Source: an optimization exercise on an open RTL-to-GDS flow (aim: small area). Production flows keep margins and buffers that such runs may drop.
In this exercise RTL edits were held to simulation tests only and were not proved equivalent to the original.

==> inputs of build 39 <==
==> flow/design.v <==
package sdhc_pkg;
   parameter int DATA_W = 32;      
   parameter int ADDR_W = 64;      
   parameter int LEN_W  = 16;      
   parameter int BYTES_PER_WORD = DATA_W / 8;
endpackage
`timescale 1ns/1ps
module fifo_rd_bit (
   input  logic [7:0] s,
   input  logic [7:0] d,
   output logic       y
);
   assign y = |(s & d);
endmodule
module data_fifo (
   input  logic        CLK,
   input  logic        reset,
   input  logic        push,
   input  logic [31:0] wdata,
   input  logic        pop,
   output logic [31:0] rdata,
   output logic        empty,
   output logic        full
);
   logic [31:0] mem [8];
   logic [2:0]  wr_ptr;
   logic [2:0]  rd_ptr;
   logic        last_push;
   logic        same;
   logic        do_push;
   logic        do_pop;
   assign same    = (wr_ptr == rd_ptr);
   assign empty   = same & ~last_push;
   assign full    = same & last_push;
   assign do_push = push & ~full;      
   assign do_pop  = pop & ~empty;      
   logic [7:0] rd_sel;
   always_comb begin
      for (int i = 0; i < 8; i++) begin
         rd_sel[i] = (rd_ptr == 3'(i));
      end
   end
   for (genvar b = 0; b < 32; b++) begin : g_rd
      logic [7:0] col;
      for (genvar i = 0; i < 8; i++) begin : g_col
         assign col[i] = mem[i][b];
      end
      fifo_rd_bit u_rd (.s(rd_sel), .d(col), .y(rdata[b]));
   end
   always_ff @(posedge CLK) begin
      if (do_push) begin
         mem[wr_ptr] <= wdata;
      end
   end
   always_ff @(posedge CLK) begin
      if (reset) begin
         wr_ptr    <= '0;
         rd_ptr    <= '0;
         last_push <= 1'b0;
      end else begin
         if (do_push) begin
            wr_ptr <= wr_ptr + 1'b1;
         end
         if (do_pop) begin
            rd_ptr <= rd_ptr + 1'b1;
         end
         if (do_push != do_pop) begin
            last_push <= do_push;
         end
      end
   end
endmodule
`timescale 1ns/1ps
module sel_aoi3 (
   input  logic [2:0] s,
   input  logic [2:0] d,
   output logic       y_n
);
   assign y_n = ~|(s & d);
endmodule
module sel_aoi2 (
   input  logic [1:0] s,
   input  logic [1:0] d,
   output logic       y_n
);
   assign y_n = ~|(s & d);
endmodule
module sel_or #(
   parameter int N = 64
) (
   input  logic [N-1:0] s,
   input  logic [N-1:0] d,
   output logic         y
);
   localparam int N3 = N / 3;
   localparam int R  = N % 3;
   localparam int P  = N3 + (R != 0 ? 1 : 0);
   logic [P-1:0] part_n;
   for (genvar g = 0; g < N3; g++) begin : g_aoi
      sel_aoi3 u_aoi (.s(s[3*g +: 3]), .d(d[3*g +: 3]), .y_n(part_n[g]));
   end
   if (R == 2) begin : g_r2
      sel_aoi2 u_aoi (.s(s[N-1 -: 2]), .d(d[N-1 -: 2]), .y_n(part_n[P-1]));
   end else if (R == 1) begin : g_r1
      assign part_n[P-1] = ~(s[N-1] & d[N-1]);
   end
   assign y = ~&part_n;
endmodule
module sys_ram (
   input  logic        CLK,
   input  logic        we,
   input  logic [5:0]  addr,
   input  logic [31:0] wdata,
   output logic [31:0] rdata
);
   logic [31:0] mem [64];
   logic [63:0] sel;
   always_comb begin
      for (int i = 0; i < 64; i++) begin
         sel[i] = (addr == 6'(i));
      end
   end
   for (genvar b = 0; b < 32; b++) begin : g_rd
      logic [63:0] col;
      for (genvar i = 0; i < 64; i++) begin : g_col
         assign col[i] = mem[i][b];
      end
      sel_or #(.N(64)) u_rd (.s(sel), .d(col), .y(rdata[b]));
   end
   always_ff @(posedge CLK) begin
      for (int i = 0; i < 64; i++) begin
         if (we & sel[i]) begin
            mem[i] <= wdata;
         end
      end
   end
endmodule
`timescale 1ns/1ps
module dma_transfer (
   input  logic        CLK,
   input  logic        reset,
   input  logic        start,
   input  logic        direction,      
   input  logic [5:0]  word_init,      
   input  logic [13:0] words,          
   input  logic        empty,
   input  logic        full,
   output logic        done,
   output logic [5:0]  word_addr,
   output logic        fifo_read,
   output logic        fifo_write
);
   logic        dir;
   logic        waiting;      
   logic [13:0] left;
   logic        complete;
   logic        blocked;
   logic        active;
   assign complete   = (left == '0);
   assign blocked    = dir ? full : empty;
   assign active     = ~done & ~waiting;
   assign fifo_read  = active & ~dir & ~empty & ~complete;
   assign fifo_write = active &  dir & ~full  & ~complete;
   always_ff @(posedge CLK) begin
      if (reset) begin
         done <= 1'b1;
      end else if (done) begin
         done <= ~start;
      end else if (active) begin
         done <= complete;
      end
   end
   always_ff @(posedge CLK) begin
      if (done) begin
         dir       <= direction;
         waiting   <= 1'b0;
         left      <= words;
         word_addr <= word_init;
      end else begin
         if (active) begin
            waiting <= ~complete & blocked;
         end else begin
            waiting <= blocked;
         end
         if (fifo_read | fifo_write) begin
            left      <= left - 1'b1;
            word_addr <= word_addr + 1'b1;
         end
      end
   end
endmodule
`timescale 1ns/1ps
module sdhc_dma_top #(
   parameter int FIFO_DEPTH = 8,
   parameter int RAM_WORDS  = 64
) (
   input  logic                         CLK,
   input  logic                         reset,
   input  logic                         start,
   input  logic                         direction,
   input  logic [63:0]                  address_init,
   input  logic [15:0]                  length,
   output logic                         done,
   input  logic                         card_push,
   input  logic [31:0]                  card_wdata,
   input  logic                         card_pop,
   output logic [31:0]                  card_rdata,
   output logic                         card_empty,
   output logic                         card_full,
   input  logic                         host_we,
   input  logic [$clog2(RAM_WORDS)-1:0] host_addr,
   input  logic [31:0]                  host_wdata,
   output logic [31:0]                  host_rdata
);
   logic [5:0]  word_addr;
   logic        fifo_read;
   logic        fifo_write;
   logic [31:0] ram_rdata;
   dma_transfer u_transfer (
      .CLK        (CLK),
      .reset      (reset),
      .start      (start),
      .direction  (direction),
      .word_init  (address_init[7:2]),
      .words      (length[15:2]),
      .empty      (card_empty),
      .full       (card_full),
      .done       (done),
      .word_addr  (word_addr),
      .fifo_read  (fifo_read),
      .fifo_write (fifo_write)
   );
   data_fifo u_fifo (
      .CLK   (CLK),
      .reset (reset),
      .push  (fifo_write | card_push),
      .wdata (fifo_write ? ram_rdata : card_wdata),
      .pop   (fifo_read | card_pop),
      .rdata (card_rdata),
      .empty (card_empty),
      .full  (card_full)
   );
   sys_ram u_ram (
      .CLK   (CLK),
      .we    (done ? host_we : fifo_read),
      .addr  (done ? host_addr : word_addr),
      .wdata (done ? host_wdata : card_rdata),
      .rdata (ram_rdata)
   );
   assign host_rdata = ram_rdata;
endmodule
==> flow/flow/run.sh <==
#!/bin/bash
# Standard layout, but the port buffers use the smallest buffer cell
# instead of the one buffer_ports picks by default.
export BUFFER_PORTS_ARGS="-buffer_cell sky130_fd_sc_hd__buf_1"
bash standard.sh > standard.log 2>&1
==> flow/standard.sh <==
#!/bin/bash
# synth_recipe.tcl (not shown) runs the flow's synth.tcl, then flattens the netlist and writes it again
# the make line also repeats each setting of config.mk as NAME=value (left out here)
make -C /OpenROAD-flow-scripts/flow DESIGN_CONFIG=/design/flow/config.mk WORK_HOME=/design/flow/orfs CLKGATE_MAP_FILE= SYNTH_SCRIPT=/design/flow/synth_recipe.tcl "${@:-finish}"
==> flow/config.mk <==
export PLATFORM = sky130hd
export DESIGN_NAME = sdhc_dma_top
export DESIGN_NICKNAME = sdhc_dma_top
export VERILOG_FILES = /design/flow/design.v
export SDC_FILE = /design/flow/constraint.sdc
export NUM_CORES = 4
export LEC_CHECK = 0
export CAP_MARGIN = 0
export CELL_PAD_IN_SITES_DETAIL_PLACEMENT = 0
export CELL_PAD_IN_SITES_GLOBAL_PLACEMENT = 0
export CORE_MARGIN = 2
export CORE_UTILIZATION = 65
export CTS_BUF_LIST = sky130_fd_sc_hd__clkbuf_16
export CTS_CLUSTER_DIAMETER = 70
export CTS_CLUSTER_SIZE = 30
export PLACE_DENSITY = 0.75
export SLEW_MARGIN = 0
export SYNTH_HIERARCHICAL = 1
==> flow/constraint.sdc <==
create_clock -name core_clock -period 10.0 [get_ports {CLK}]
set_input_delay 2.0000 -clock core_clock [delete_from_list [all_inputs] [get_ports {CLK}]]
set_output_delay 2.0000 -clock core_clock [all_outputs]
set_load 0.01 [all_outputs]
==> trial 17 (differences from build 39) <==
- CELL_PAD_IN_SITES_DETAIL_PLACEMENT: 0 -> 1
- CELL_PAD_IN_SITES_GLOBAL_PLACEMENT: 0 -> 1
- CTS_CLUSTER_DIAMETER: 70 -> 80
- CTS_CLUSTER_SIZE: 30 -> 28
==> trial 11 (differences from build 39) <==
==> flow/design.v, changed modules only <==
module dma_transfer (
   input  logic        CLK,
   input  logic        reset,
   input  logic        start,
   input  logic        direction,      
   input  logic [5:0]  word_init,      
   input  logic [13:0] words,          
   input  logic        empty,
   input  logic        full,
   output logic        done,
   output logic [5:0]  word_addr,
   output logic        fifo_read,
   output logic        fifo_write
);
   logic        dir;
   logic        waiting;      
   logic [13:0] left;
   logic        complete;
   logic        blocked;
   logic        step;         
   assign complete   = (left == '0);
   assign blocked    = dir ? full : empty;
   assign step       = ~done & ~waiting & ~complete & ~blocked;
   assign fifo_read  = step & ~dir;
   assign fifo_write = step &  dir;
   always_ff @(posedge CLK) begin
      done    <= reset | (done ? ~start : (~waiting & complete));
      waiting <= ~done & blocked & (waiting | ~complete);
   end
   always_ff @(posedge CLK) begin
      if (done) begin
         dir       <= direction;
         left      <= words;
         word_addr <= word_init;
      end else if (step) begin
         left      <= left - 1'b1;
         word_addr <= word_addr + 1'b1;
      end
   end
endmodule
- CELL_PAD_IN_SITES_DETAIL_PLACEMENT: 0 -> 1
- CELL_PAD_IN_SITES_GLOBAL_PLACEMENT: 0 -> 1
- CTS_CLUSTER_DIAMETER: 70 -> 100
==> trial 91 (differences from build 39) <==
==> flow/design.v, changed modules only <==
module data_fifo (
   input  logic        CLK,
   input  logic        reset,
   input  logic        push,
   input  logic [31:0] wdata,
   input  logic        pop,
   output logic [31:0] rdata,
   output logic        empty,
   output logic        full
);
   logic [31:0] mem [8];
   logic [2:0]  wr_ptr;
   logic [2:0]  rd_ptr;
   logic        last_push;
   logic        same;
   logic        do_push;
   logic        do_pop;
   assign same    = (wr_ptr == rd_ptr);
   assign empty   = same & ~last_push;
   assign full    = same & last_push;
   assign do_push = push & ~full;      
   assign do_pop  = pop & ~empty;      
   logic [7:0] rd_sel;
   always_comb begin
      for (int i = 0; i < 8; i++) begin
         rd_sel[i] = (rd_ptr == 3'(i));
      end
   end
   for (genvar b = 0; b < 32; b++) begin : g_rd
      logic [7:0] col;
      for (genvar i = 0; i < 8; i++) begin : g_col
         assign col[i] = mem[i][b];
      end
      sel_or #(.N(8)) u_rd (.s(rd_sel), .d(col), .y(rdata[b]));
   end
   always_ff @(posedge CLK) begin
      if (do_push) begin
         mem[wr_ptr] <= wdata;
      end
   end
   always_ff @(posedge CLK) begin
      if (reset) begin
         wr_ptr    <= '0;
         rd_ptr    <= '0;
         last_push <= 1'b0;
      end else begin
         if (do_push) begin
            wr_ptr <= wr_ptr + 1'b1;
         end
         if (do_pop) begin
            rd_ptr <= rd_ptr + 1'b1;
         end
         if (do_push != do_pop) begin
            last_push <= do_push;
         end
      end
   end
endmodule
// module fifo_rd_bit removed
==> flow/run.sh (new file) <==
#!/bin/bash
# synth_recipe.tcl (not shown) runs the flow's synth.tcl, then flattens the netlist and writes it again
# the make line also repeats each setting of config.mk as NAME=value (left out here)
make -C /OpenROAD-flow-scripts/flow DESIGN_CONFIG=/design/flow/config.mk WORK_HOME=/design/flow/orfs CLKGATE_MAP_FILE= SYNTH_SCRIPT=/design/flow/synth_recipe.tcl finish
- CAP_MARGIN: 0 -> 20
- CELL_PAD_IN_SITES_DETAIL_PLACEMENT: 0 -> 2
- CELL_PAD_IN_SITES_GLOBAL_PLACEMENT: 0 -> 2
- CORE_UTILIZATION: 65 -> 30
- CTS_BUF_LIST: sky130_fd_sc_hd__clkbuf_16 -> default
- CTS_CLUSTER_DIAMETER: 70 -> default
- CTS_CLUSTER_SIZE: 30 -> default
- PLACE_DENSITY: 0.75 -> 0.45
- SLEW_MARGIN: 0 -> 20
removed: flow/flow/run.sh
removed: flow/standard.sh
==> comparison table <==
metric	trial 11	trial 91	build 39	trial 17
Layout filler cell count	9725	26100	7225	9735
Worst reg2reg path depth	8	10	9	9
Antenna violations before repair	29	19	11	17
Final weighted congestion in routability-driven placement	0.863	0.751	0.888	0.862
Post-layout worst setup margin	1.52 ns	0.824 ns	1.52 ns	1.30 ns
Height of the chip	360 um	528 um	360 um	360 um
Global routing usage summed across all routing layers	38.6%	21.0%	33.3%	38.7%
Relative area change from synthesis to final layout	8.40%	21.1%	10.0%	9.11%
Adder-cell area share of the yosys netlist	0.137%	0.136%	0.137%	0.137%
Clock-pin slew reported for the worst setup and hold paths after clock tree synthesis	0.12 ns	0.05 ns	0.09 ns	0.10 ns
Proportion of synthesized area in mux cells	1.16%	1.16%	1.16%	1.16%
Final instance area	89400 um^2	99900 um^2	90700 um^2	90000 um^2
Min Tclk post-route	8.48 ns	9.18 ns	8.48 ns	8.70 ns
Total die area	130000 um^2	279000 um^2	130000 um^2	130000 um^2
Row count	130	192	130	130
Status	finished clean	finished clean	finished clean	finished clean
Iter 0 DRT Violations	12000	6643	10800	11500
Clock network area share	2.59%	8.20%	4.05%	3.19%
Worst slew slack as a fraction of its limit	7.14%	20.9%	14.0%	9.20%
Endpoint of the worst hold path	u_transfer.done$_DFF_P_	u_transfer.waiting$_SDFF_PP0_	u_transfer.waiting$_SDFF_PP0_	u_transfer.waiting$_SDFF_PP0_
Clock buffer count in the final layout	90	350	108	99

re-timing with driven ports:
In the flow no input, the clock included, has a driving cell. The finished layouts below were timed again as built, in two steps. Step 1: set_driving_cell puts a clkbuf_16 on CLK and a buf_2 on each other input, an assumption about the parent block. Step 2 also shifts input and output timing later by t, the mid clock arrival at the registers, as if the neighbouring blocks saw the same clock. a / b / c = ideal ports / drivers / drivers and shift; a / b = the first two.
| run | t, ns | setup WS [ns] | hold slack, ns |
|---|---|---|---|
| build 39 | 0.829 | 1.521 / 1.479 / 1.479 | 0.503 / 0.503 / 0.503 |
| trial 17 | 0.837 | 1.299 / 1.259 / 1.259 | 0.510 / 0.510 / 0.510 |
| trial 11 | 0.804 | 1.522 / 1.492 / 1.492 | 0.487 / 0.487 / 0.487 |
| trial 91 | 0.925 | 0.824 / 0.787 / 0.787 | 0.498 / 0.498 / 0.498 |
After both steps every run listed still meets setup and hold. The setup slack of build 39, which loses most, moves by -0.042 ns with the drivers and by -0.042 ns with both steps.
